What follows belongs to an exercise in optimizing a design on an open flow for small area and a short achievable clock period; a production flow would make more cautious choices.
In this exercise RTL edits were held to simulation tests only and were not proved equivalent to the original.
No activity file was given, so power comes from the tool's default toggle rates.

// mem_access_unit
module mem_access_unit #(
    parameter int unsigned ADDR_W   = 16,
    parameter int unsigned DATA_W   = 16,
    parameter int unsigned DEPTH    = 256,
    parameter int unsigned WAIT_CYC = 2
) (
    input  logic              clk,
    input  logic              reset,
    input  logic [ADDR_W-1:0] addr,
    input  logic [DATA_W-1:0] wdata,
    input  logic              rd_req,
    input  logic              wr_req,
    output logic [DATA_W-1:0] rdata,
    output logic              busy,
    output logic              done,
    output logic              err
);
clock: 4.5 ns
lec_check: 0
cap_margin: 20
core_margin: 2
core_utilization: 70
cts_cluster_diameter: 100
cts_cluster_size: 25
setup_slack_margin: 2.3
slew_margin: 20
cts_args: -sink_clustering_enable -repair_clock_nets -sink_clustering_size 25 -sink_clustering_max_diameter 100 -dont_use_dummy_load
standard.sh (not shown) runs the stock make flow with config.mk's settings and CLKGATE_MAP_FILE= SYNTH_SCRIPT=/design/flow/synth_recipe.tcl, a recipe that flattens the netlist after the stock synthesis.
==> flow/flow/run.sh <==
#!/bin/bash
set -euo pipefail
cat >> config.mk <<'EOC'
export CTS_ARGS = -sink_clustering_enable -repair_clock_nets -sink_clustering_size 25 -sink_clustering_max_diameter 100 -dont_use_dummy_load
EOC
bash standard.sh > standard.log 2>&1
Edit:
--- a/flow/config.mk
+++ b/flow/config.mk
@@ -12,4 +12,5 @@
 export CTS_CLUSTER_SIZE = 25
-export SETUP_SLACK_MARGIN = 2.3
+export SETUP_SLACK_MARGIN = 2.4
 export SLEW_MARGIN = 20
+export TNS_END_PERCENT = 20
 export CTS_ARGS = -sink_clustering_enable -repair_clock_nets -sink_clustering_size 25 -sink_clustering_max_diameter 100 -dont_use_dummy_load
The new run completed without violations.
Sequential share of layout area hardly moves.
Worst setup slack is worse by 68 ps.
Global-route usage went up by 0.46 points.
Non-clock buffer count went up by 24.

Setup of P:
mem_access_unit again, from the RTL that the note above started with.
==> flow/config.mk <==
export PLATFORM = sky130hd
export DESIGN_NAME = mem_access_unit
export DESIGN_NICKNAME = mem_access_unit
export VERILOG_FILES = /design/flow/design.v
export SDC_FILE = /design/flow/constraint.sdc
export NUM_CORES = 4
export LEC_CHECK = 0
export CAP_MARGIN = 20
export CORE_MARGIN = 2
export CORE_UTILIZATION = 70
export CTS_CLUSTER_DIAMETER = 100
export CTS_CLUSTER_SIZE = 25
export SETUP_SLACK_MARGIN = 2.4
export SLEW_MARGIN = 20
==> flow/constraint.sdc <==
create_clock -name core_clock -period 4.5 [get_ports {clk}]
set_input_delay 0.9000 -clock core_clock [delete_from_list [all_inputs] [get_ports {clk}]]
set_output_delay 0.9000 -clock core_clock [all_outputs]
set_load 0.01 [all_outputs]
run.sh (not shown) runs the stock make flow with config.mk's settings and CLKGATE_MAP_FILE= SYNTH_SCRIPT=/design/flow/synth_recipe.tcl, a recipe that flattens the netlist after the stock synthesis.
Stock flow here: none of the scripts above is used.
--- input diff P..Q ---
==> flow/flow/run.sh (new file) <==
#!/bin/bash
set -euo pipefail
cat >> config.mk <<'EOC'
export CTS_ARGS = -sink_clustering_enable -repair_clock_nets -sink_clustering_size 25 -sink_clustering_max_diameter 100 -dont_use_dummy_load
EOC
bash standard.sh > standard.log 2>&1
==> flow/standard.sh (new file) <==
#!/bin/bash
# synth_recipe.tcl (not shown) runs the flow's synth.tcl, then flattens the netlist and writes it again
# the make line also repeats each setting of config.mk as NAME=value (left out here)
make -C /OpenROAD-flow-scripts/flow DESIGN_CONFIG=/design/flow/config.mk WORK_HOME=/design/flow/orfs CLKGATE_MAP_FILE= SYNTH_SCRIPT=/design/flow/synth_recipe.tcl "${@:-finish}"
-- flow/config.mk --
<<< P, line 8
export CAP_MARGIN = 20
export CORE_MARGIN = 2
export CORE_UTILIZATION = 70
export CTS_CLUSTER_DIAMETER = 100
export CTS_CLUSTER_SIZE = 25
export SETUP_SLACK_MARGIN = 2.4
export SLEW_MARGIN = 20
>>> Q, line 8
export CAP_MARGIN = 20
export CORE_MARGIN = 2
export CORE_UTILIZATION = 65
export CTS_CLUSTER_DIAMETER = 100
export CTS_CLUSTER_SIZE = 25
export SETUP_SLACK_MARGIN = 2.3
export SLEW_MARGIN = 20
export CTS_ARGS = -sink_clustering_enable -repair_clock_nets -sink_clustering_size 25 -sink_clustering_max_diameter 100 -dont_use_dummy_load
removed: flow/run.sh
Findings:
- Maximum net fanout on the critical path up 5 in Q wrt P
- On net switching fraction of the power, P and Q are basically level.
- Compared to P, Q was floorplanned on a bigger die.
- Maximum frequency of P is on par with Q.
- Compared with P, Q ends up with a smaller final cell area.
- NOTE maximum vdd ir drop P->Q decreased by a few percent
- Comparing P and Q, standard cell core area is higher on Q.
- Diff P and Q: clock share of power higher in P
Here is what was changed in the inputs of R compared with Q.
==> flow/config.mk <==
export PLATFORM = sky130hd
export DESIGN_NAME = mem_access_unit
export DESIGN_NICKNAME = mem_access_unit
export VERILOG_FILES = /design/flow/design.v
export SDC_FILE = /design/flow/constraint.sdc
export NUM_CORES = 4
export LEC_CHECK = 0
export CAP_MARGIN = 20
export CORE_MARGIN = 2
export CORE_UTILIZATION = 70
export CTS_CLUSTER_DIAMETER = 100
export CTS_CLUSTER_SIZE = 25
export SETUP_SLACK_MARGIN = 2.4
export SLEW_MARGIN = 20
export CTS_ARGS = -sink_clustering_enable -repair_clock_nets -sink_clustering_size 25 -sink_clustering_max_diameter 100 -dont_use_dummy_load
==> results.txt <==
Q → R: pin count of the biggest net entering global routing higher, number of iterations in the first detailed-routing pass lower, final area roughly the same. R against Q; global-route wire length before repair is down by a few percent. Delta (R minus Q): clock insertion delay at the later pin of the skew report essentially unchanged; power essentially unchanged.

port drivers added, routing unchanged:
How much do the figures lean on ideal ports? The routed layouts below were timed once more, with nothing changed but the port constraints. Step 1 (the two cells are an assumption about what drives the block):
set clk [get_ports {clk}]
set_driving_cell -lib_cell sky130_fd_sc_hd__clkbuf_16 $clk
set_driving_cell -lib_cell sky130_fd_sc_hd__buf_2 [delete_from_list [all_inputs] $clk]
Step 2 times the ports against the registers' clock, not the clock port: input delays grow and output delays shrink by t, the midpoint of the rising clock arrivals with the driver on. a / b / c = ideal / step 1 / step 2; a / b = the first two.
| run | t, ns | setup slack, ns | latest minus earliest clock arrival (ns) | slew at the worst register clock pin (ns) |
|---|---|---|---|---|
| the first run of note 1 | 0.953 | 2.200 / 2.112 / 1.935 | 0.057 / 0.058 | 0.10 / 0.10 |
| the second run of note 1 | 0.955 | 2.132 / 2.106 / 1.930 | 0.062 / 0.061 | 0.10 / 0.10 |
| P | 0.965 | 2.185 / 2.095 / 1.912 | 0.045 / 0.046 | 0.10 / 0.10 |
| Q | 0.969 | 2.185 / 2.131 / 1.766 | 0.059 / 0.058 | 0.10 / 0.10 |
| R | 0.952 | 2.196 / 2.106 / 1.885 | 0.063 / 0.063 | 0.10 / 0.10 |
After both steps setup and hold are still met in every run listed. The setup slack of Q, which loses most, moves by -0.054 ns with the drivers and by -0.419 ns with both steps.
